From an optimization exercise on the open Yosys and OpenROAD flow, aimed at small area, a short achievable clock period and few clock cycles per item; shortcuts taken in it are not production practice.
Where RTL was checked, it was by simulation tests only, not by an equivalence proof against the original.
Only the layout flow was run in runs 1, 2, 4 and 5; the RTL was not checked for function there.
No activity file was given, so power comes from the tool's default toggle rates.

## flow/design.v (module list and top-level ports; edited modules follow where they fit)
// module round_n_sat: 25 lines
// module iir_mac_dsp48: 772 lines
// module iir_fa: 4 lines
// module iir_ha: 4 lines
// module iir_cascade_sched: 260 lines
module iir_cascade_sched
#(
    parameter int Nsec   = 4,
    parameter int Ndint  = 3,
    parameter int Ndfrac = 22,
    parameter int Ncint  = 4,
    parameter int Ncfrac = 14
) (
    input  logic                       clk,
    input  logic                       reset,
    input  logic                       dv_in,
    input  logic [Ndint+Ndfrac-1:0]    d_in,
    output logic                       dv_out,
    output logic [Ndint+Ndfrac-1:0]    d_out,
    output logic                       busy,
    input  logic                       flush,
    input  logic                       coef_we,
    input  logic [$clog2(Nsec)+2:0]    coef_addr,
    input  logic [Ncint+Ncfrac-1:0]    coef_data,
    output logic                       ovr,
    output logic                       coef_err,
    input  logic                       err_clr
);
  // ...
==> flow/run.sh <==
#!/bin/bash
# synth_recipe.tcl (not shown) runs the flow's synth.tcl, then flattens the netlist and writes it again
# the make line also repeats each setting of config.mk as NAME=value (left out here)
make -C /OpenROAD-flow-scripts/flow DESIGN_CONFIG=/design/flow/config.mk WORK_HOME=/design/flow/orfs CLKGATE_MAP_FILE= SYNTH_SCRIPT=/design/flow/synth_recipe.tcl finish
==> flow/config.mk <==
export PLATFORM = sky130hd
export DESIGN_NAME = iir_cascade_sched
export DESIGN_NICKNAME = iir_cascade_sched
export VERILOG_FILES = /design/flow/design.v
export SDC_FILE = /design/flow/constraint.sdc
export NUM_CORES = 4
export LEC_CHECK = 0
export CAP_MARGIN = 20
export CORE_MARGIN = 2
export CORE_UTILIZATION = 40
export SETUP_SLACK_MARGIN = 3
export SLEW_MARGIN = 20
export SYNTH_HIERARCHICAL = 1
==> flow/constraint.sdc <==
create_clock -name core_clock -period 12.5 [get_ports {clk}]
set_input_delay 2.5000 -clock core_clock [delete_from_list [all_inputs] [get_ports {clk}]]
set_output_delay 2.5000 -clock core_clock [all_outputs]
set_load 0.01 [all_outputs]
==> impl_metrics.ini, run 1 <==
[timing]
whs_ns = 0.447
slew_headroom_pct = 24.0
skew_ns = 0.0372
maxSlewViolCount = 0
post-route-period-util_pct = 69.0

[clock_tree]
hold_buffers = 0
ctsHtreeMaxLevel = 3

[grt]
grt_usage_pct = 24.3

[critical_path]
reg2reg_setup_slack_ns = 3.87
crit_required_ns = 12.99
start_kind = register
slowest_stage = or4_4

[synth]
yosys.area_share.adder_pct = 24.4
synth_xor_area_share_pct = 12.0
yosys.area_share.simple_pct = 7.61
ys_seq_area_share_pct = 33.2
muxShareOfSynthArea_pct = 0.665
yosys-top-cells-area = edfxtp_1 28%, fa_1 20%, xnor2_1 11%

[power]
cell_internal_pwr_mw = 7.39
pwr-share-comb_pct = 38.7
finalPower_mw = 12.0
clockPowerShare_pct = 28.4
p_leak_nw = 34.2
worst_ir_drop_vdd_uv = 145

[layout]
syn_to_final_growth_pct = 7.79
clk_share_pct = 4.12
num-fill-cells = 19624
inv_count = 69
regArea_um2 = 28300

[floorplanning]
nWellTaps = 2821

[outcome]
status = no timing/DRC/antenna violations

[placement]
dp.cells = 9738
==> inputs of run 2 (changes only) <==
--- a/flow/config.mk
+++ b/flow/config.mk
@@ -8,6 +8,6 @@
 export CAP_MARGIN = 20
 export CORE_MARGIN = 2
 export CORE_UTILIZATION = 40
-export SETUP_SLACK_MARGIN = 3
+export SETUP_SLACK_MARGIN = 5
 export SLEW_MARGIN = 20
 export SYNTH_HIERARCHICAL = 1
==> impl_metrics.ini, run 2 <==
[clock_tree]
cts_tree = yes
clock_latency_ns = 0.76
clk_path_buf_depth = 3
root_buffer = clkbuf_16
hold_buffers = 0
path_clk_slew_ns = 0.07
cts.sinks = 995
ctsHtreeMaxLevel = 3
cts_buffers = 107

[floorplanning]
die-area_um2 = 217000
core_um2 = 212000
die_w_um = 466
ios = 83
start_util_pct = 40.2
die_y_um = 466
row_count = 169

[grt]
grt_first_pass_wirelength_um = 415000
grt_pass1_vias = 64730
grt_usage_pct = 25.0
top_usage_layer = met2
grt_util_met3_pct = 4.04
grt_max_degree = 61
grt-ovfl-total = 0
antenna_found_initial = 3
met1_usage_pct = 33.6
gr-usage-met2_pct = 40.0

[layout]
reg_top3 = coef_q (360), acc_q (180), y2_q (100)
nNetsFinal = 8487
final_core_util_pct = 45.7
final_cell_mix = 1023 x xnor2_1, 960 x a22oi_1, 818 x fa_1
syn_to_final_growth_pct = 13.8
final_common_cell = xnor2_1
regMostFlops = coef_q
drive_above_1_share_pct = 18.1
num-fill-cells = 19100
largest_reg_flops = 360

[drt]
drc = 0
wire_per_inst_um = 27.2
via_per_inst = 6.17
first_pass_iters = 7
wl_um = 278000
drt_iter0_markers = 7233
vias = 62889
antenna_left = 0

[power]
p_leak_nw = 35.8
switching_share_pct = 39.3
switching_power_mw = 5.00
pwr-share-comb_pct = 41.8
clockPowerShare_pct = 27.0
cell_internal_pwr_mw = 7.71
worst_ir_drop_vdd_uv = 142
power_frac_seq_pct = 31.3
p_per_area_nw_per_um2 = 131

[synth]
ys_ff_latch = 995
yosysMostFrequentCell = a22oi_1
synth.avg_cell_area_um2 = 11.6
synth_cell_types = 97
async_reset_ff_share_pct = 9.75
yosysWarnings = 8
netlist_area_um2 = 85200
yosys.area.top_type = edfxtp_1
netlist_instances = 7374
synth_top_area_share_pct = 27.8
yosys-top-cells-area = edfxtp_1 28%, fa_1 20%, xnor2_1 11%
ys_seq_area_share_pct = 33.2
synth_common_cells = 1114 x a22oi_1, 1049 x xnor2_1, 840 x fa_1
synth_edf_count = 790
synth-main-ff-cell = edfxtp_1

[critical_path]
crit_family = adder cells
crit_path_max_fanout = 7
cpPeakStageDelay_ns = 0.60
crit_buf_inv = 3
start_kind = register
crit_path_end_kind = register
crit_type = register to register
cp_common_cell = fa_1
cp.arrival_ns = 8.10
crit_required_ns = 13.00
slowest_stage = fa_2

[hold_path]
hold_path_class = register to register

[timing]
maxSlewViolCount = 0
tightest_slew_ns = 1.10
setup_tns_ns = 0
grt_setup_unrepaired = yes
fmax_mhz = 132
hold_violations = 0
fin_crit_ns = 7.60
whs_ns = 0.448
skew_ns = 0.0393
setup_violations = 0
post-route-period-util_pct = 60.8
slew_headroom_pct = 26.4

[placement]
place_congestion = 0.953
portBuffers = 82
dp_hpwl_um = 182000

[outcome]
status = no timing/DRC/antenna violations

[job]
cap_violations = 0
run 2: cell counts after synthesis:
Identical to the previous run, type by type.
run 2: final timing paths:
check / to / from / slack, ns / cells past startpoint
setup / recovery: y1l_q[13] / asel_q[3] / 4.90 / 25
hold / removal: x2_q[1] / x1_q[1] / 0.45 / 0
setup reg to reg: y1l_q[13] / asel_q[3] / 4.90 / 25
hold reg to reg: x2_q[1] / x1_q[1] / 0.45 / 0
max in group asynchronous: asel_q[15] / reset / 8.97 / 3
min in group asynchronous: t_q[3] / reset / 2.24 / 2
run 2: layout make-up:
| cell class | instances | area, um2 | share of cell area, % |
|---|---|---|---|
| Inverter | 69 | 264 | 0.272 |
| Tap cell | 2821 | 3530 | 3.64 |
| Timing Repair Buffer | 517 | 4600 | 4.74 |
| Antenna cell | 4 | 10.0 | 0.0103 |
| Sequential cell | 995 | 28400 | 29.3 |
| Clock buffer | 138 | 2950 | 3.04 |
| Multi-Input combinational cell | 5583 | 56400 | 58.2 |
| Clock inverter | 66 | 833 | 0.860 |
run 2: kinds of logic (layout without fill, tap and decap cells):
family,Yosys count,after routing,share of synthesized area [%]
multiplexers,53,53,0.665
flip-flops,995,995,33.2
buffers and inverters,855,790,4.35
AO/OA/AOI/OAI,2008,2008,17.7
other,4,52,0.0176
adder cells (fa/ha/maj),1160,1160,24.4
AND/OR/NAND/NOR,1135,1147,7.61
XOR/XNOR,1164,1167,12.0
run 2: routing by layer:
metal  vias to the layer above  share of wire, %  wire length, um
li1                      26570                 -                -
met1                     32340                40           112000
met2                      3343                47           130000
met3                       636               8.4            23400
met4                         0               4.4            12100
met5                         -                 0                0
run 2: repair_timing:
item,4_1_cts,5_1_grt
setup buffers,129,95
gates cloned,14,7
pin swaps,92,102
resized for setup,353,260
endpoints found under the setup margin,105,96
run 2: power groups by stage:
| stage | Sequential, mW | Combinational, mW | Clock, mW |
|---|---|---|---|
| floorplan | 3.96 | 3.35 | 0 |
| global placement | 4.03 | 4.54 | 0 |
| detailed placement | 4.04 | 4.58 | 0 |
| CTS | 3.97 | 4.92 | 3.48 |
| global route | 3.98 | 5.69 | 3.61 |
| finish | 3.97 | 5.31 | 3.43 |
run 2: per-module statistics from Yosys, one instance, submodules excluded, a selection:
module / flops+latches / times used / cell area, um2 / cells
iir_ha: 0 / 144 / 12.5 / 1
iir_cascade_sched: 995 / 1 / 36900 / 2326
iir_fa: 0 / 836 / 20.0 / 1
iir_mac_dsp48: 0 / 4 / 6810 / 950
run 2: metrics by stage:
stage,instances,power [mW],instance area [um2],worst slack (ns)
floorplan,7418,7.31,85400,5.00
global placement,9738,8.58,88000,4.13
detailed placement,9738,8.61,88000,4.07
CTS,10085,12.4,94600,4.99
global route,10189,13.3,96900,4.70
finish,10193,12.7,96900,4.90
==> module iir_cascade_sched, before the edit <==
module iir_cascade_sched
#(
    parameter int Nsec   = 4,
    parameter int Ndint  = 3,
    parameter int Ndfrac = 22,
    parameter int Ncint  = 4,
    parameter int Ncfrac = 14
) (
    input  logic                       clk,
    input  logic                       reset,
    input  logic                       dv_in,
    input  logic [Ndint+Ndfrac-1:0]    d_in,
    output logic                       dv_out,
    output logic [Ndint+Ndfrac-1:0]    d_out,
    output logic                       busy,
    input  logic                       flush,
    input  logic                       coef_we,
    input  logic [$clog2(Nsec)+2:0]    coef_addr,
    input  logic [Ncint+Ncfrac-1:0]    coef_data,
    output logic                       ovr,
    output logic                       coef_err,
    input  logic                       err_clr
);
    localparam int DW = Ndint + Ndfrac;            
    localparam int CW = Ncint + Ncfrac;            
    localparam int SW = 45;                        
    localparam int ND = (CW + 1) / 2;              
    localparam logic [SW-1:0] INIT = SW'(1) << (Ncfrac - 1);
    logic           busy_q, dv_q, ovr_q, cerr_q, dirty_q;
    logic [7:0]     t_q;         
    logic [4:0]     p_q;         
    logic [DW-1:0]  xin_q;
    logic [DW-1:0]  x1_q, x2_q;
    logic           vx1_q, vx2_q;
    logic [2:0][DW-1:0] y1l_q;   
    logic [DW-1:0]  y13_q;       
    logic [3:0][DW-1:0] y2_q;
    logic [3:0]     vy1_q, vy2_q;
    logic [3:0][4:0][CW-1:0] coef_q;
    logic [3:0][4:0]         cv_q;
    logic [3:0][SW-1:0] acc_q;
    logic [3:0]         pv_q;
    logic [3:0][ND-1:0] one_q, two_q, sg_q;
    logic       w_accept, w_wr, w_prep;
    logic [7:0] w_t_n;
    logic [4:0] w_p_n;
    assign w_accept = dv_in && !busy_q && !flush;
    assign w_wr     = coef_we && !busy_q && (coef_addr[2:0] < 3'd5);
    assign w_prep   = dirty_q || w_wr;
    always_comb begin
        w_t_n[0] = !flush && ((w_accept && !w_prep) || p_q[4]);
        for (int k = 1; k < 8; k++)
            w_t_n[k] = !flush && !(w_accept && w_prep) && t_q[k-1];
        w_p_n[0] = !flush && w_accept && w_prep;
        for (int k = 1; k < 5; k++)
            w_p_n[k] = !flush && p_q[k-1];
    end
    logic [3:0]      w_ch;
    logic [3:0][4:1] w_st;
    logic [3:0][4:0] w_seln;     
    always_comb begin
        for (int s = 0; s < 4; s++) begin
            w_ch[s]      = t_q[s];
            w_seln[s][0] = w_t_n[s];
            for (int j = 1; j < 5; j++) begin
                w_st[s][j]   = t_q[s+j] || p_q[j];
                w_seln[s][j] = w_t_n[s+j] || w_p_n[j];
            end
        end
    end
    logic [3:0][CW-1:0] w_bn;
    logic [3:0]         w_negn;
    always_comb begin
        for (int s = 0; s < 4; s++) begin
            w_bn[s] = '0;
            for (int k = 0; k < 5; k++)
                if (w_seln[s][k] && cv_q[s][k])
                    w_bn[s] = w_bn[s] | coef_q[s][k];
            w_negn[s] = w_seln[s][3] || w_seln[s][4];
        end
    end
    logic [3:0][ND-1:0] w_one_n, w_two_n, w_sg_n;
    logic [3:0][CW:0]   w_bx;    
    always_comb begin
        for (int s = 0; s < 4; s++) begin
            w_bx[s] = {w_bn[s], 1'b0};
            for (int i = 0; i < ND; i++) begin
                w_one_n[s][i] = w_bx[s][2*i+1] ^ w_bx[s][2*i];
                w_two_n[s][i] = (w_bx[s][2*i+2] & ~w_bx[s][2*i+1] & ~w_bx[s][2*i])
                              | (~w_bx[s][2*i+2] & w_bx[s][2*i+1] & w_bx[s][2*i]);
                w_sg_n[s][i]  = w_bx[s][2*i+2] ^ w_negn[s];
            end
        end
    end
    logic [3:0][DW-1:0] w_y1;
    logic [3:0][DW-1:0] w_a;
    logic [3:0][SW-1:0] w_base;
    logic [3:0][SW-1:0] w_sum;
    logic [3:0][DW-1:0] w_y;
    assign w_y1 = {y13_q, y1l_q};
    logic       w_vx1_n, w_vx2_n;
    logic [3:0] w_vy1_n, w_vy2_n, w_pv_n;
    always_comb begin
        w_vx1_n = !flush && (w_ch[0] || vx1_q);
        w_vx2_n = !flush && (w_ch[0] ? vx1_q : vx2_q);
        for (int s = 0; s < 4; s++) begin
            w_vy1_n[s] = !flush && (w_ch[s] || vy1_q[s]);
            w_vy2_n[s] = !flush && (w_ch[s] ? vy1_q[s] : vy2_q[s]);
            w_pv_n[s]  = !flush && (w_st[s][1] || w_st[s][2] || w_st[s][3] || w_st[s][4]
                                    || pv_q[s]);
        end
    end
    logic [3:0][4:0] asel_q, w_asel_n;
    logic [3:0]      bsel_q, w_bsel_n;
    always_comb begin
        w_asel_n[0][0] = w_seln[0][0];
        w_asel_n[0][1] = w_seln[0][1] && w_vx1_n;
        w_asel_n[0][2] = w_seln[0][2] && w_vx2_n;
        for (int s = 1; s < 4; s++) begin
            w_asel_n[s][0] = w_seln[s][0] || (w_seln[s][1] && w_vy1_n[s-1]);
            w_asel_n[s][1] = 1'b0;
            w_asel_n[s][2] = w_seln[s][2] && w_vy2_n[s-1];
        end
        for (int s = 0; s < 4; s++) begin
            w_asel_n[s][3] = w_seln[s][3] && w_vy1_n[s];
            w_asel_n[s][4] = w_seln[s][4] && w_vy2_n[s];
            w_bsel_n[s]    = (w_seln[s][0] && w_pv_n[s])
                          || w_seln[s][2] || w_seln[s][3] || w_seln[s][4];
        end
    end
    always_comb begin
        w_a[0] = ({DW{asel_q[0][0]}} & xin_q)
               | ({DW{asel_q[0][1]}} & x1_q)
               | ({DW{asel_q[0][2]}} & x2_q)
               | ({DW{asel_q[0][3]}} & w_y1[0])
               | ({DW{asel_q[0][4]}} & y2_q[0]);
        for (int s = 1; s < 4; s++) begin
            w_a[s] = ({DW{asel_q[s][0]}} & w_y1[s-1])
                   | ({DW{asel_q[s][2]}} & y2_q[s-1])
                   | ({DW{asel_q[s][3]}} & w_y1[s])
                   | ({DW{asel_q[s][4]}} & y2_q[s]);
        end
        for (int s = 0; s < 4; s++) begin
            w_base[s] = bsel_q[s] ? acc_q[s] : INIT;
        end
    end
    for (genvar s = 0; s < 4; s++) begin : g_sec
        iir_mac_dsp48 u_mac (
            .a    (w_a[s]),
            .one  (one_q[s]),
            .two  (two_q[s]),
            .sg   (sg_q[s]),
            .base (w_base[s]),
            .s    (w_sum[s])
        );
        round_n_sat #(
            .IN_W  (SW),
            .OUT_W (DW),
            .SHIFT (Ncfrac)
        ) u_rns (
            .din  (w_sum[s]),
            .dout (w_y[s])
        );
    end
    always_ff @(posedge clk) begin
        if (w_accept) begin
            xin_q <= d_in;
        end
        if (!flush && w_ch[0]) begin
            x1_q <= xin_q;
            x2_q <= x1_q;
        end
        for (int s = 0; s < 3; s++) begin
            if (!flush && w_ch[s]) begin
                y1l_q[s] <= w_y[s];
            end
        end
        for (int s = 0; s < 4; s++) begin
            if (!flush && w_ch[s]) begin
                y2_q[s] <= w_y1[s];
            end
            if (!flush && (w_st[s][1] || w_st[s][2] || w_st[s][3] || w_st[s][4])) begin
                acc_q[s] <= w_sum[s];
            end
        end
        for (int s = 0; s < 4; s++) begin
            for (int k = 0; k < 5; k++) begin
                if (w_wr && coef_addr == 5'(s * 8 + k)) begin
                    coef_q[s][k] <= coef_data;
                end
            end
        end
        one_q <= w_one_n;
        two_q <= w_two_n;
        sg_q  <= w_sg_n;
    end
    always_ff @(posedge clk or posedge reset) begin
        if (reset) begin
            y13_q <= '0;
        end else if (!flush && w_ch[3]) begin
            y13_q <= w_y[3];
        end
    end
    always_ff @(posedge clk or posedge reset) begin
        if (reset) begin
            busy_q  <= 1'b0;
            dv_q    <= 1'b0;
            ovr_q   <= 1'b0;
            cerr_q  <= 1'b0;
            dirty_q <= 1'b0;
            t_q     <= '0;
            p_q     <= '0;
            vx1_q   <= 1'b0;
            vx2_q   <= 1'b0;
            vy1_q   <= '0;
            vy2_q   <= '0;
            pv_q    <= '0;
            cv_q    <= '0;
            asel_q  <= '0;
            bsel_q  <= '0;
        end else begin
            t_q    <= w_t_n;
            p_q    <= w_p_n;
            dv_q   <= !flush && t_q[3];
            ovr_q  <= (dv_in && busy_q && !flush) || (ovr_q && !err_clr);
            cerr_q <= (coef_we && busy_q) || (cerr_q && !err_clr);
            if (flush) begin
                busy_q <= 1'b0;
            end else if (w_accept) begin
                busy_q <= 1'b1;
            end else if (t_q[3]) begin
                busy_q <= 1'b0;
            end
            if (flush || w_accept) begin
                dirty_q <= 1'b0;
            end else if (w_wr) begin
                dirty_q <= 1'b1;
            end
            for (int s = 0; s < 4; s++) begin
                for (int k = 0; k < 5; k++) begin
                    if (w_wr && coef_addr == 5'(s * 8 + k)) begin
                        cv_q[s][k] <= 1'b1;
                    end
                end
            end
            vx1_q  <= w_vx1_n;
            vx2_q  <= w_vx2_n;
            vy1_q  <= w_vy1_n;
            vy2_q  <= w_vy2_n;
            pv_q   <= w_pv_n;
            asel_q <= w_asel_n;
            bsel_q <= w_bsel_n;
        end
    end
    assign dv_out   = dv_q;
    assign d_out    = y13_q;
    assign busy     = busy_q;
    assign ovr      = ovr_q;
    assign coef_err = cerr_q;
endmodule
==> inputs of run 3 (changes only) <==
--- a/flow/design.v
+++ b/flow/design.v
@@ -939,50 +939,21 @@
     logic [3:0][SW-1:0] w_sum;
     logic [3:0][DW-1:0] w_y;
     assign w_y1 = {y13_q, y1l_q};
-    logic       w_vx1_n, w_vx2_n;
-    logic [3:0] w_vy1_n, w_vy2_n, w_pv_n;
     always_comb begin
-        w_vx1_n = !flush && (w_ch[0] || vx1_q);
-        w_vx2_n = !flush && (w_ch[0] ? vx1_q : vx2_q);
-        for (int s = 0; s < 4; s++) begin
-            w_vy1_n[s] = !flush && (w_ch[s] || vy1_q[s]);
-            w_vy2_n[s] = !flush && (w_ch[s] ? vy1_q[s] : vy2_q[s]);
-            w_pv_n[s]  = !flush && (w_st[s][1] || w_st[s][2] || w_st[s][3] || w_st[s][4]
-                                    || pv_q[s]);
-        end
-    end
-    logic [3:0][4:0] asel_q, w_asel_n;
-    logic [3:0]      bsel_q, w_bsel_n;
-    always_comb begin
-        w_asel_n[0][0] = w_seln[0][0];
-        w_asel_n[0][1] = w_seln[0][1] && w_vx1_n;
-        w_asel_n[0][2] = w_seln[0][2] && w_vx2_n;
-        for (int s = 1; s < 4; s++) begin
-            w_asel_n[s][0] = w_seln[s][0] || (w_seln[s][1] && w_vy1_n[s-1]);
-            w_asel_n[s][1] = 1'b0;
-            w_asel_n[s][2] = w_seln[s][2] && w_vy2_n[s-1];
-        end
-        for (int s = 0; s < 4; s++) begin
-            w_asel_n[s][3] = w_seln[s][3] && w_vy1_n[s];
-            w_asel_n[s][4] = w_seln[s][4] && w_vy2_n[s];
-            w_bsel_n[s]    = (w_seln[s][0] && w_pv_n[s])
-                          || w_seln[s][2] || w_seln[s][3] || w_seln[s][4];
-        end
-    end
-    always_comb begin
-        w_a[0] = ({DW{asel_q[0][0]}} & xin_q)
-               | ({DW{asel_q[0][1]}} & x1_q)
-               | ({DW{asel_q[0][2]}} & x2_q)
-               | ({DW{asel_q[0][3]}} & w_y1[0])
-               | ({DW{asel_q[0][4]}} & y2_q[0]);
+        w_a[0] = ({DW{w_ch[0]}} & xin_q)
+               | ({DW{w_st[0][1] && vx1_q}} & x1_q)
+               | ({DW{w_st[0][2] && vx2_q}} & x2_q)
+               | ({DW{w_st[0][3] && vy1_q[0]}} & w_y1[0])
+               | ({DW{w_st[0][4] && vy2_q[0]}} & y2_q[0]);
         for (int s = 1; s < 4; s++) begin
-            w_a[s] = ({DW{asel_q[s][0]}} & w_y1[s-1])
-                   | ({DW{asel_q[s][2]}} & y2_q[s-1])
-                   | ({DW{asel_q[s][3]}} & w_y1[s])
-                   | ({DW{asel_q[s][4]}} & y2_q[s]);
+            w_a[s] = ({DW{w_ch[s] || (w_st[s][1] && vy1_q[s-1])}} & w_y1[s-1])
+                   | ({DW{w_st[s][2] && vy2_q[s-1]}} & y2_q[s-1])
+                   | ({DW{w_st[s][3] && vy1_q[s]}} & w_y1[s])
+                   | ({DW{w_st[s][4] && vy2_q[s]}} & y2_q[s]);
         end
         for (int s = 0; s < 4; s++) begin
-            w_base[s] = bsel_q[s] ? acc_q[s] : INIT;
+            w_base[s] = ((w_ch[s] && pv_q[s]) || w_st[s][2] || w_st[s][3] || w_st[s][4])
+                      ? acc_q[s] : INIT;
         end
     end
     for (genvar s = 0; s < 4; s++) begin : g_sec
@@ -1057,8 +1028,6 @@
             vy2_q   <= '0;
             pv_q    <= '0;
             cv_q    <= '0;
-            asel_q  <= '0;
-            bsel_q  <= '0;
         end else begin
             t_q    <= w_t_n;
             p_q    <= w_p_n;
@@ -1084,13 +1053,27 @@
                     end
                 end
             end
-            vx1_q  <= w_vx1_n;
-            vx2_q  <= w_vx2_n;
-            vy1_q  <= w_vy1_n;
-            vy2_q  <= w_vy2_n;
-            pv_q   <= w_pv_n;
-            asel_q <= w_asel_n;
-            bsel_q <= w_bsel_n;
+            if (flush) begin
+                vx1_q <= 1'b0;
+                vx2_q <= 1'b0;
+                vy1_q <= '0;
+                vy2_q <= '0;
+                pv_q  <= '0;
+            end else begin
+                if (w_ch[0]) begin
+                    vx1_q <= 1'b1;
+                    vx2_q <= vx1_q;
+                end
+                for (int s = 0; s < 4; s++) begin
+                    if (w_ch[s]) begin
+                        vy1_q[s] <= 1'b1;
+                        vy2_q[s] <= vy1_q[s];
+                    end
+                    if (w_st[s][1] || w_st[s][2] || w_st[s][3] || w_st[s][4]) begin
+                        pv_q[s] <= 1'b1;
+                    end
+                end
+            end
         end
     end
     assign dv_out   = dv_q;
--- a/flow/config.mk
+++ b/flow/config.mk
@@ -8,6 +8,5 @@
 export CAP_MARGIN = 20
 export CORE_MARGIN = 2
 export CORE_UTILIZATION = 40
-export SETUP_SLACK_MARGIN = 5
 export SLEW_MARGIN = 20
 export SYNTH_HIERARCHICAL = 1
==> impl_metrics.ini, run 3 <==
[outcome]
status = no timing/DRC/antenna violations

[grt]
antenna_found_initial = 7
grt_max_degree = 72
grt_usage_pct = 25.0
grt-ovfl-total = 0
grt_first_pass_wirelength_um = 415000
grt_pass1_vias = 63483

[clock_tree]
post_cts_buffers = 0
clock_latency_ns = 0.76
path_clk_slew_ns = 0.06
clk_path_buf_depth = 3
ctsHtreeMaxLevel = 3
post_cts_resized = 0
cts.sinks = 973
root_buffer = clkbuf_16
cts_tree = yes
cts_buffers = 107
hold_buffers = 0

[power]
p_leak_nw = 34.0
power_frac_seq_pct = 28.9
pwr-share-comb_pct = 46.8
switching_share_pct = 42.3
cell_internal_pwr_mw = 7.97
clockPowerShare_pct = 24.4
switching_power_mw = 5.86
p_per_area_nw_per_um2 = 151
worst_ir_drop_vdd_uv = 140

[floorplanning]
row_count = 169
core_um2 = 212000
die-area_um2 = 216000
start_util_pct = 40.2
ios = 83
die_y_um = 465
die_w_um = 465

[critical_path]
crit_path_max_fanout = 29
crit_type = register to register
crit_required_ns = 13.14
worstReg2RegStart = p_q[2]
r2r_end = y13_q[2]
cp.arrival_ns = 10.13
start_kind = register
reg2reg_setup_slack_ns = 3.01
crit_path_end_kind = register
reg2reg_depth = 25

[timing]
worst_slack_ns = 3.01
setup_tns_ns = 0
fmax_mhz = 105
maxSlewViolCount = 0
post-route-period-util_pct = 75.9
slew_headroom_pct = 22.2
hold_violations = 0
tightest_slew_ns = 1.16
fin_crit_ns = 9.49
skew_ns = 0.0372
grt_setup_unrepaired = no
setup_violations = 0

[drt]
antenna_left = 0
wl_um = 276000
wire_per_inst_um = 27.7
drt_iter0_markers = 7697
via_per_inst = 6.23
vias = 62060
first_pass_iters = 10
drc = 0

[synth]
netlist_area_um2 = 85000
yosys-top-cells-area = edfxtp_1 28%, fa_1 20%, xnor2_1 11%
synth_top_area_share_pct = 27.9
synth_common_cells = 1045 x xnor2_1, 947 x a22oi_1, 840 x fa_1
synth_edf_count = 790
yosysMostFrequentCell = xnor2_1
yosysWarnings = 8
synth-main-ff-cell = edfxtp_1
synth.avg_cell_area_um2 = 11.5
async_reset_ff_share_pct = 7.71
synth_cell_types = 101
ys_ff_latch = 973
yosys.area.top_type = edfxtp_1
netlist_instances = 7396
ys_seq_area_share_pct = 32.7

[job]
cap_violations = 0

[placement]
preCtsSetupSlack_ns = 3.11
place_congestion = 0.911
dp_hpwl_um = 189000
portBuffers = 82

[layout]
drive_above_1_share_pct = 9.60
syn_to_final_growth_pct = 7.71
nNetsFinal = 8254
reg_top3 = coef_q (360), acc_q (180), y2_q (100)
regMostFlops = coef_q
final_common_cell = xnor2_1
final_cell_mix = 1037 x xnor2_1, 947 x a22oi_1, 840 x fa_1
final_core_util_pct = 43.2
largest_reg_flops = 360

[hold_path]
holdPathStages = 0
worstHoldEndpoint = x2_q[5]
hold_path_class = register to register
min_from = x1_q[5]
run 3: cell count changes in the layout (fill, tap and decap cells not counted), moves of 58 or more:
cell | previous run | this run
and2_1 | 190 | 110
nor2b_1 | 27 | 119
nand2_4 | 58 | 0
buf_4 | 361 | 186
nand2_1 | 278 | 435
a222oi_1 | 38 | 131
a22oi_2 | 154 | 0
run 3: power by group through the flow:
stage,registers (mW),logic (mW),clock network (mW)
CTS,3.99,6.39,3.42
finish,3.99,6.47,3.37
global placement,4.05,6.29,0
global route,4.00,6.99,3.53
detailed placement,4.05,6.34,0
floorplan,3.97,4.65,0
run 3: per-layer routing:
metal  up-vias  wire [um]  GRT usage (%)
met4         0      11100           9.51
met3       575      24900           4.60
met2      3296     127000           39.8
met1     32027     113000           34.0
met5         -          0              0
li1      26162          -              -
run 3: cells by family (layout without fill, tap and decap cells):
kind of cell,after synthesis,count (layout),synth area share (%)
AOI/OAI and AO/OA,1931,1931,17.5
and+or+nand+nor,1262,1262,8.26
xor gates and xnor gates,1164,1164,12.0
adders and majority gates,1160,1160,24.5
DFF,973,973,32.7
buffers and inverters,846,540,4.32
muxes,56,56,0.702
other,4,53,0.0177
run 3: modules after synthesis (local to each module, per instance), a selection:
| module | times used | cells | cell area, um2 | flops+latches |
|---|---|---|---|---|
| iir_mac_dsp48 | 4 | 950 | 6810 | 0 |
| iir_cascade_sched | 1 | 2348 | 36700 | 973 |
| iir_fa | 836 | 1 | 20.0 | 0 |
| iir_ha | 144 | 1 | 12.5 | 0 |
run 3: how the worst max path moves through the flow:
stage               startpoint  slack [ns]  depth (start not counted)         to
floorplan                flush        3.92                          8  two_q[11]
CTS                     p_q[2]        3.08                         25   y13_q[2]
global placement        p_q[2]        3.14                         25   y13_q[1]
detailed placement      p_q[2]        3.11                         25   y13_q[1]
global route            p_q[3]        2.52                         25  y13_q[23]
finish                  p_q[2]        3.01                         25   y13_q[2]
run 3: critical path, cell delays in order, from the launching register on:
cell	delay, ns
dfrtp_1	0.52
nor2_1	0.53
nand2_1	0.25
nor3_1	0.40
a21boi_4	0.71
buf_4	0.49
nor2b_1	0.14
fa_1	0.57
fa_1	0.44
fa_1	0.40
fa_1	0.51
fa_1	0.41
ha_1	0.40
nand4_1	0.22
or3_1	0.39
a211oi_2	0.28
or3_1	0.23
a211oi_2	0.11
o21ai_2	0.20
a21oi_1	0.20
o31ai_1	0.38
xnor2_1	0.18
or4_4	0.76
nor4_1	0.26
o2bb2ai_1	0.10
mux2_2	0.26
run 3: cell type report:
class                      instances  area, um2
sequential                       973      27800
multi-input combinational       5621      54000
fill                           19519     120000
inverter                          67        254
timing repair buffer             270       2250
antenna                            5       12.5
clock inverter                    51        642
tap                             2821       3530
clock buffer                     152       3040
run 3: metrics by stage:
stage	cell area, um2	hold slack (ns)	total power [mW]	cells
3_5_place_dp	87800	0.434	10.4	9750
6_report	91500	0.448	13.8	9960
5_1_grt	91500	0.454	14.5	9958
3_3_place_gp	87800	0.430	10.3	9750
2_1_floorplan	85200	0.426	8.62	7440
4_1_cts	91500	0.449	13.8	9953
Testbench counts of run 3, summed over its fixed seeds: cycles 12,048, items 2,400.
==> module round_n_sat, before the edit <==
module round_n_sat #(
    parameter int IN_W  = 45,
    parameter int OUT_W = 25,
    parameter int SHIFT = 14
) (
    input  logic [IN_W-1:0]  din,
    output logic [OUT_W-1:0] dout
);
    localparam int c_sh_w = IN_W - SHIFT;
    logic [c_sh_w-1:0] w_sh;
    logic [c_sh_w-OUT_W:0] w_top;
    logic w_ovf;
    assign w_sh  = din[IN_W-1:SHIFT];
    assign w_top = w_sh[c_sh_w-1:OUT_W-1];
    assign w_ovf = !((&w_top) || !(|w_top));
    always_comb begin
        if (!w_ovf) begin
            dout = w_sh[OUT_W-1:0];
        end else if (w_sh[c_sh_w-1]) begin
            dout = {1'b1, {(OUT_W-1){1'b0}}};
        end else begin
            dout = {1'b0, {(OUT_W-1){1'b1}}};
        end
    end
endmodule
==> inputs of run 4 (changes only) <==
--- a/flow/design.v
+++ b/flow/design.v
@@ -38,20 +38,17 @@
     input  logic [IN_W-1:0]  din,
     output logic [OUT_W-1:0] dout
 );
-    localparam int c_sh_w = IN_W - SHIFT;
-    logic [c_sh_w-1:0] w_sh;
-    logic [c_sh_w-OUT_W:0] w_top;
-    logic w_ovf;
-    assign w_sh  = din[IN_W-1:SHIFT];
-    assign w_top = w_sh[c_sh_w-1:OUT_W-1];
-    assign w_ovf = !((&w_top) || !(|w_top));
+    localparam int c_top = SHIFT + OUT_W;    
+    logic w_neg, w_pos;
+    assign w_neg = din[IN_W-1];
+    assign w_pos = !din[IN_W-1] && (|din[IN_W-2:c_top]);
     always_comb begin
-        if (!w_ovf) begin
-            dout = w_sh[OUT_W-1:0];
-        end else if (w_sh[c_sh_w-1]) begin
+        if (w_neg) begin
             dout = {1'b1, {(OUT_W-1){1'b0}}};
-        end else begin
+        end else if (w_pos) begin
             dout = {1'b0, {(OUT_W-1){1'b1}}};
+        end else begin
+            dout = {~din[c_top-1], din[c_top-2:SHIFT]};
         end
     end
 endmodule
@@ -866,7 +863,7 @@
     localparam int CW = Ncint + Ncfrac;            
     localparam int SW = 45;                        
     localparam int ND = (CW + 1) / 2;              
-    localparam logic [SW-1:0] INIT = SW'(1) << (Ncfrac - 1);
+    localparam logic [SW-1:0] INIT = (SW'(1) << (Ncfrac - 1)) | (SW'(1) << (Ncfrac + DW - 1));
     logic           busy_q, dv_q, ovr_q, cerr_q, dirty_q;
     logic [7:0]     t_q;         
     logic [4:0]     p_q;         
@@ -939,21 +936,42 @@
     logic [3:0][SW-1:0] w_sum;
     logic [3:0][DW-1:0] w_y;
     assign w_y1 = {y13_q, y1l_q};
+    logic       w_vx1_n, w_vx2_n;
+    logic [3:0] w_vy1_n, w_vy2_n, w_pv_n;
+    always_comb begin
+        w_vx1_n = !flush && (w_ch[0] || vx1_q);
+        w_vx2_n = !flush && (w_ch[0] ? vx1_q : vx2_q);
+        for (int s = 0; s < 4; s++) begin
+            w_vy1_n[s] = !flush && (w_ch[s] || vy1_q[s]);
+            w_vy2_n[s] = !flush && (w_ch[s] ? vy1_q[s] : vy2_q[s]);
+            w_pv_n[s]  = !flush && (w_st[s][1] || w_st[s][2] || w_st[s][3] || w_st[s][4]
+                                    || pv_q[s]);
+        end
+    end
+    logic [3:0][DW-1:0] a_q, w_a_n, w_h_n;
+    logic [3:0]         bsel_q, w_bsel_n;
     always_comb begin
-        w_a[0] = ({DW{w_ch[0]}} & xin_q)
-               | ({DW{w_st[0][1] && vx1_q}} & x1_q)
-               | ({DW{w_st[0][2] && vx2_q}} & x2_q)
-               | ({DW{w_st[0][3] && vy1_q[0]}} & w_y1[0])
-               | ({DW{w_st[0][4] && vy2_q[0]}} & y2_q[0]);
+        w_h_n[0] = ({DW{w_seln[0][1] && w_vx1_n}} & (w_ch[0] ? xin_q : x1_q))
+                 | ({DW{w_seln[0][2] && w_vx2_n}} & x2_q)
+                 | ({DW{w_seln[0][3] && w_vy1_n[0]}} & w_y1[0])
+                 | ({DW{w_seln[0][4] && w_vy2_n[0]}} & y2_q[0]);
+        w_a_n[0] = w_seln[0][0] ? (p_q[4] ? xin_q : d_in) : w_h_n[0];
         for (int s = 1; s < 4; s++) begin
-            w_a[s] = ({DW{w_ch[s] || (w_st[s][1] && vy1_q[s-1])}} & w_y1[s-1])
-                   | ({DW{w_st[s][2] && vy2_q[s-1]}} & y2_q[s-1])
-                   | ({DW{w_st[s][3] && vy1_q[s]}} & w_y1[s])
-                   | ({DW{w_st[s][4] && vy2_q[s]}} & y2_q[s]);
+            w_h_n[s] = ({DW{w_seln[s][1] && w_vy1_n[s-1]}} & w_y1[s-1])
+                     | ({DW{w_seln[s][2] && w_vy2_n[s-1]}} & y2_q[s-1])
+                     | ({DW{w_seln[s][3] && w_vy1_n[s]}} & w_y1[s])
+                     | ({DW{w_seln[s][4] && w_vy2_n[s]}} & y2_q[s]);
+            w_a_n[s] = w_seln[s][0] ? w_y[s-1] : w_h_n[s];
+        end
+        for (int s = 0; s < 4; s++) begin
+            w_bsel_n[s] = (w_seln[s][0] && w_pv_n[s])
+                       || w_seln[s][2] || w_seln[s][3] || w_seln[s][4];
         end
+    end
+    always_comb begin
+        w_a = a_q;
         for (int s = 0; s < 4; s++) begin
-            w_base[s] = ((w_ch[s] && pv_q[s]) || w_st[s][2] || w_st[s][3] || w_st[s][4])
-                      ? acc_q[s] : INIT;
+            w_base[s] = bsel_q[s] ? acc_q[s] : INIT;
         end
     end
     for (genvar s = 0; s < 4; s++) begin : g_sec
@@ -1002,6 +1020,7 @@
                 end
             end
         end
+        a_q   <= w_a_n;
         one_q <= w_one_n;
         two_q <= w_two_n;
         sg_q  <= w_sg_n;
@@ -1028,6 +1047,7 @@
             vy2_q   <= '0;
             pv_q    <= '0;
             cv_q    <= '0;
+            bsel_q  <= '0;
         end else begin
             t_q    <= w_t_n;
             p_q    <= w_p_n;
@@ -1053,27 +1073,12 @@
                     end
                 end
             end
-            if (flush) begin
-                vx1_q <= 1'b0;
-                vx2_q <= 1'b0;
-                vy1_q <= '0;
-                vy2_q <= '0;
-                pv_q  <= '0;
-            end else begin
-                if (w_ch[0]) begin
-                    vx1_q <= 1'b1;
-                    vx2_q <= vx1_q;
-                end
-                for (int s = 0; s < 4; s++) begin
-                    if (w_ch[s]) begin
-                        vy1_q[s] <= 1'b1;
-                        vy2_q[s] <= vy1_q[s];
-                    end
-                    if (w_st[s][1] || w_st[s][2] || w_st[s][3] || w_st[s][4]) begin
-                        pv_q[s] <= 1'b1;
-                    end
-                end
-            end
+            vx1_q  <= w_vx1_n;
+            vx2_q  <= w_vx2_n;
+            vy1_q  <= w_vy1_n;
+            vy2_q  <= w_vy2_n;
+            pv_q   <= w_pv_n;
+            bsel_q <= w_bsel_n;
         end
     end
     assign dv_out   = dv_q;
==> impl_metrics.ini, run 4 <==
[outcome]
status = no timing/DRC/antenna violations

[drt]
wl_um = 272000
antenna_left = 0
first_pass_iters = 8
drt_iter0_markers = 6793
drc = 0
vias = 62648
wire_per_inst_um = 26.5
via_per_inst = 6.11

[layout]
regMostFlops = coef_q
drive_above_1_share_pct = 8.89
syn_to_final_growth_pct = 7.67
nNetsFinal = 8502
largest_reg_flops = 360
reg_top3 = coef_q (360), acc_q (180)
final_common_cell = xnor2_1
final_cell_mix = 1050 x xnor2_1, 993 x a22oi_1, 840 x fa_1

[critical_path]
crit_type = register to register
reg2reg_depth = 21
cp.arrival_ns = 8.39
worstReg2RegStart = two_q[0]
crit_path_end_kind = register
crit_path_max_fanout = 25
crit_required_ns = 13.10
r2r_end = a_q[46]
reg2reg_setup_slack_ns = 4.71
start_kind = register

[clock_tree]
clock_latency_ns = 0.77
post_cts_resized = 0
ctsHtreeMaxLevel = 3
clk_path_buf_depth = 3
root_buffer = clkbuf_16
cts_buffers = 119
post_cts_buffers = 0
hold_buffers = 0
path_clk_slew_ns = 0.07
cts.sinks = 1079
cts_tree = yes

[timing]
hold_violations = 0
maxSlewViolCount = 0
fmax_mhz = 128
slew_headroom_pct = 18.5
setup_tns_ns = 0
tightest_slew_ns = 1.22
grt_setup_unrepaired = no
setup_violations = 0
skew_ns = 0.0391
fin_crit_ns = 7.79
post-route-period-util_pct = 62.4

[power]
switching_power_mw = 4.86
p_per_area_nw_per_um2 = 136
worst_ir_drop_vdd_uv = 130
clockPowerShare_pct = 28.2
cell_internal_pwr_mw = 7.88
switching_share_pct = 38.1
power_frac_seq_pct = 34.0
pwr-share-comb_pct = 37.8
p_leak_nw = 34.7
finalPower_mw = 12.7

[synth]
synth-main-ff-cell = edfxtp_1
yosys-top-cells-area = edfxtp_1 27%, fa_1 19%, xnor2_1 11%
synth_edf_count = 790
netlist_area_um2 = 87000
ys_ff_latch = 1079
synth.avg_cell_area_um2 = 11.4
synth_cell_types = 97
yosysMostFrequentCell = xnor2_1
netlist_instances = 7642
synth_common_cells = 1054 x xnor2_1, 993 x a22oi_1, 840 x fa_1
async_reset_ff_share_pct = 7.51
yosysWarnings = 8
ys_seq_area_share_pct = 34.4
yosys.area.top_type = edfxtp_1
synth_top_area_share_pct = 27.3

[hold_path]
holdPathStages = 0
hold_path_class = register to register
worstHoldEndpoint = x2_q[12]
min_from = x1_q[12]

[grt]
grt_max_degree = 74
grt-ovfl-total = 0
grt_first_pass_wirelength_um = 415000
grt_pass1_vias = 65075
antenna_found_initial = 8
grt_usage_pct = 24.2

[floorplanning]
core_um2 = 217000
ios = 83
start_util_pct = 40.1
die_w_um = 470
row_count = 171
die-area_um2 = 221000
die_y_um = 470

[placement]
dp_hpwl_um = 187000
place_congestion = 0.911
portBuffers = 82

[job]
cap_violations = 0
-- run 4: changes by cell type in the layout (fill, tap and decap cells not counted), moves of 75 or more --
cell / previous run / this run
nand2_1: 435 / 338
a31oi_1: 9 / 155
a222oi_1: 131 / 38
nor2_1: 145 / 315
a32oi_1: 1 / 76
o2bb2ai_1: 97 / 0
dfxtp_1: 92 / 190
-- run 4: kinds of logic (layout without fill, tap and decap cells) --
family                     after synthesis  after routing  synth area share (%)
AOI/OAI and AO/OA                     2068           2068                  17.6
and+or+nand+nor                       1252           1252                  7.14
xor gates and xnor gates              1164           1164                  11.7
adders and majority gates             1160           1160                  23.9
DFF                                   1079           1079                  34.4
buffers and inverters                  848            554                  4.34
muxes                                   67             67                 0.848
other                                    4             50                0.0173
-- run 4: modules after synthesis, one instance, submodules excluded, excerpt --
module	cell area [um2]	cells
iir_cascade_sched	39700	2614
iir_mac_dsp48	6810	950
iir_fa	20.0	1
iir_ha	12.5	1
-- run 4: layout make-up --
type	instances	area, um2
antenna	2	5.00
clock buffer	153	3260
clock inverter	72	687
fill	20059	123000
inverter	66	251
multi-input combinational	5759	53800
sequential	1079	29900
tap	2854	3570
timing repair buffer	263	2190
-- run 4: layer usage --
metal / routed length [um] / vias up / share of wire, % / track usage, %
met4: 10100 / 8 / 3.7 / 8.27
li1: - / 26916 / - / -
met2: 129000 / 2955 / 47 / 39.6
met5: 47 / - / 0.017 / 0
met3: 21000 / 633 / 7.7 / 4.31
met1: 112000 / 32136 / 41 / 32.3
-- run 4: worst max-delay path: stages (launching register included) --
cell	delay [ns]
dfxtp_1	1.08
a22oi_1	0.25
xnor2_1	0.29
fa_1	0.48
fa_1	0.47
fa_1	0.40
fa_1	0.52
fa_1	0.43
ha_1	0.41
nand4_1	0.20
or3_1	0.36
a211oi_2	0.26
o311ai_1	0.23
a211oi_2	0.38
nor3_1	0.13
o41ai_2	0.40
a21oi_1	0.15
xnor2_1	0.19
nor2_4	0.47
a31oi_1	0.32
nor2_1	0.18
a41oi_1	0.06
-- run 4: power groups by stage --
stage / clock network, mW / logic, mW / registers (mW)
floorplan: 0 / 3.51 / 4.25
global placement: 0 / 4.72 / 4.39
detailed placement: 0 / 4.73 / 4.39
CTS: 3.66 / 4.78 / 4.32
global route: 3.79 / 5.26 / 4.34
finish: 3.60 / 4.81 / 4.33
-- run 4: stage by stage --
stage	hold slack (ns)	util, %	area (um2)	worst slack [ns]	std cells
2_1_floorplan	0.422	-	87200	3.37	7686
3_3_place_gp	0.426	41.3	89600	4.92	10019
3_5_place_dp	0.431	41.4	89700	4.88	10020
4_1_cts	0.442	43.2	93600	4.83	10245
5_1_grt	0.455	43.2	93700	4.29	10247
6_report	0.436	43.2	93700	4.71	10248
-- run 4: worst max path at each step --
stage / from / to / slack (ns) / depth (start not counted)
detailed placement: two_q[0] / a_q[40] / 4.88 / 21
floorplan: flush / two_q[17] / 3.37 / 9
finish: two_q[0] / a_q[46] / 4.71 / 21
global route: two_q[0] / a_q[46] / 4.29 / 21
global placement: one_q[0] / a_q[40] / 4.92 / 21
CTS: one_q[0] / a_q[40] / 4.83 / 21
==> inputs of run 5 (changes only) <==
--- a/flow/config.mk
+++ b/flow/config.mk
@@ -8,5 +8,6 @@
 export CAP_MARGIN = 20
 export CORE_MARGIN = 2
 export CORE_UTILIZATION = 40
+export SETUP_SLACK_MARGIN = 5
 export SLEW_MARGIN = 20
 export SYNTH_HIERARCHICAL = 1
==> impl_metrics.ini, run 5 <==
[critical_path]
cp_common_cell = fa_1
crit_path_max_fanout = 25
slowest_stage = dfxtp_2
crit_buf_inv = 0
cpPeakStageDelay_ns = 0.71
crit_required_ns = 13.10
crit_type = register to register
crit_family = adder cells
crit_chain = a22oi_1, xnor2_1, fa_1, fa_1, fa_1, fa_1, fa_1, ha_1, nand4_1, or3_1, a211oi_2, o311ai_1, a211oi_2, nor3_1, o41ai_2, a21oi_1, xnor2_1, nor2_2, a31oi_1, nor2_1, a41oi_1
crit_path_end_kind = register
cp.arrival_ns = 7.83
start_kind = register

[timing]
fin_crit_ns = 7.23
setup_tns_ns = 0
setup_violations = 0
fmax_mhz = 138
skew_ns = 0.0402
tightest_slew_ns = 1.18
post-route-period-util_pct = 57.9
hold_violations = 0
grt_setup_unrepaired = yes
maxSlewViolCount = 0
slew_headroom_pct = 21.3

[power]
p_leak_nw = 34.8
worst_ir_drop_vdd_uv = 116
p_per_area_nw_per_um2 = 136

[synth]
synth_common_cells = 1054 x xnor2_1, 993 x a22oi_1, 840 x fa_1
yosys-top-cells-area = edfxtp_1 27%, fa_1 19%, xnor2_1 11%
synth_cell_types = 97
synth-main-ff-cell = edfxtp_1
synth_top_area_share_pct = 27.3
netlist_instances = 7642
yosysWarnings = 8
ys_seq_area_share_pct = 34.4
synth.avg_cell_area_um2 = 11.4
netlist_area_um2 = 87000
ys_ff_latch = 1079
yosysMostFrequentCell = xnor2_1
synth_edf_count = 790
yosys.area.top_type = edfxtp_1
async_reset_ff_share_pct = 7.51

[layout]
finalInstanceArea_um2 = 93800
drive_above_1_share_pct = 9.71
regMostFlops = coef_q
syn_to_final_growth_pct = 7.86
reg_top3 = coef_q (360), acc_q (180)
final_common_cell = xnor2_1
regArea_um2 = 30000
nNetsFinal = 8511
final_cell_mix = 1049 x xnor2_1, 993 x a22oi_1, 840 x fa_1
multiInputGateArea_um2 = 53800
largest_reg_flops = 360
num-fill-cells = 20067

[clock_tree]
hold_buffers = 0
clock_latency_ns = 0.78
cts_tree = yes
cts.sinks = 1079
path_clk_slew_ns = 0.07
clk_path_buf_depth = 3
post_cts_buffers = 0
cts_buffers = 117
ctsHtreeMaxLevel = 3
root_buffer = clkbuf_16

[placement]
portBuffers = 82
dp_hpwl_um = 186000
place_congestion = 0.917
postPlaceCellArea_um2 = 89700

[grt]
met1_usage_pct = 32.1
grt_max_degree = 70
top_usage_layer = met2
grt_util_met3_pct = 4.50
grt-ovfl-total = 0
gr-usage-met2_pct = 39.6
grt_usage_pct = 24.2
grt_pass1_vias = 65467
grt_first_pass_wirelength_um = 416000
antenna_found_initial = 9

[drt]
wl_um = 271000
antenna_left = 0
wire_per_inst_um = 26.4
drc = 0
via_per_inst = 6.11
vias = 62721
drt_iter0_markers = 6974
first_pass_iters = 6

[floorplanning]
die_y_um = 470
start_util_pct = 40.1
row_count = 171
ios = 83
core_um2 = 217000
die-area_um2 = 221000
die_w_um = 470

[hold_path]
hold_path_class = register to register

[outcome]
status = no timing/DRC/antenna violations

[job]
cap_violations = 0
-- run 5: changes by cell type in the layout (fill, tap and decap cells not counted), sizes merged, moves of 2 or more --
cell / change
clkbuf: +6
clkinv: -6
buf: +9
nor2: +2
diode: +3
clkinvlp: -3
-- run 5: logic make-up (layout without fill, tap and decap cells) --
group / count (synthesis) / in the layout / synth area share [%]
DFF: 1079 / 1079 / 34.4
muxes: 67 / 67 / 0.848
buffers and inverters: 848 / 561 / 4.34
adders and majority gates: 1160 / 1160 / 23.9
and+or+nand+nor: 1252 / 1254 / 7.14
other: 4 / 53 / 0.0173
xor gates and xnor gates: 1164 / 1164 / 11.7
AOI/OAI and AO/OA: 2068 / 2068 / 17.6
-- run 5: final timing paths --
check / start / end / slack, ns / cells after the start
max: two_q[0] / a_q[37] / 5.27 / 21
min in group asynchronous: reset / y13_q[12] / 2.06 / 2
max reg2reg: two_q[0] / a_q[37] / 5.27 / 21
min reg2reg: x1_q[16] / x2_q[16] / 0.41 / 0
min: x1_q[16] / x2_q[16] / 0.41 / 0
max in group asynchronous: reset / p_q[4] / 9.18 / 3
-- run 5: through the flow --
stage          hold WS [ns]  util (%)  std cells  setup WS [ns]  power, mW
6_report              0.414      43.3      10260           5.27       12.8
5_1_grt               0.442      43.3      10259           4.95       13.4
2_1_floorplan         0.422         -       7686           5.44       7.75
4_1_cts               0.415      43.2      10251           5.01       12.8
3_5_place_dp          0.430      41.4      10028           4.97       9.16
3_3_place_gp          0.424      41.4      10028           5.09       9.13
-- run 5: per-module statistics from Yosys (local to each module, per instance), excerpt --
module,cells inside,times used,flip-flops and latches
iir_cascade_sched,2614,1,1079
iir_mac_dsp48,950,4,0
iir_fa,1,836,0
iir_ha,1,144,0
-- run 5: metal layers --
metal,part of all wire [%],wire length (um)
met5,0.020,55
met2,48,129000
met3,8.1,22100
met4,3.6,9780
met1,41,111000
-- run 5: what timing repair did --
| action | 4_1_cts | 5_1_grt |
|---|---|---|
| cloned | 0 | 2 |
| gates resized for setup | 2 | 53 |
| pin swaps | 0 | 2 |
| endpoints found under the setup margin | 4 | 175 |
-- run 5: power breakdown --
group | switching [mW] | total, mW | internal (mW)
Clock | 1.57 | 3.59 | 2.02
Combinational | 3.13 | 4.85 | 1.72
Sequential | 0.186 | 4.32 | 4.14
-- run 5: area by class of cell --
cell class	instances	area share (%)
Clock buffer	159	3.48
Antenna cell	5	0.0133
Timing Repair Buffer	272	2.41
Multi-Input combinational cell	5761	57.3
Clock inverter	64	0.727
Tap cell	2854	3.81
Sequential cell	1079	32.0
Inverter	66	0.268

re-timing with driven ports:
The flow's constraints put no driver on any port. The routed layouts listed below were extracted and timed again, unchanged, in two steps. Step 1 assumes that a clkbuf_16 drives the clock port and a buf_2 every other input. Step 2, shift: input delay + t, output delay - t, t = (earliest + latest rising clock arrival at the registers) / 2. This alone moves slack from input paths to output paths. Slacks: ideal / step 1 / step 2; pairs: ideal / step 1.
run | t, ns | slack for setup (ns) | worst setup path at the end
run 1 | 0.835 | 3.874 / 3.874 / 3.874 | register to register
run 2 | 0.834 | 4.898 / 4.898 / 4.898 | register to register
run 3 | 0.841 | 3.006 / 3.006 / 3.006 | register to register
run 4 | 0.848 | 4.705 / 4.705 / 4.705 | register to register
run 5 | 0.859 | 5.268 / 5.268 / 5.268 | register to register
After both steps setup and hold are still met in every run listed.
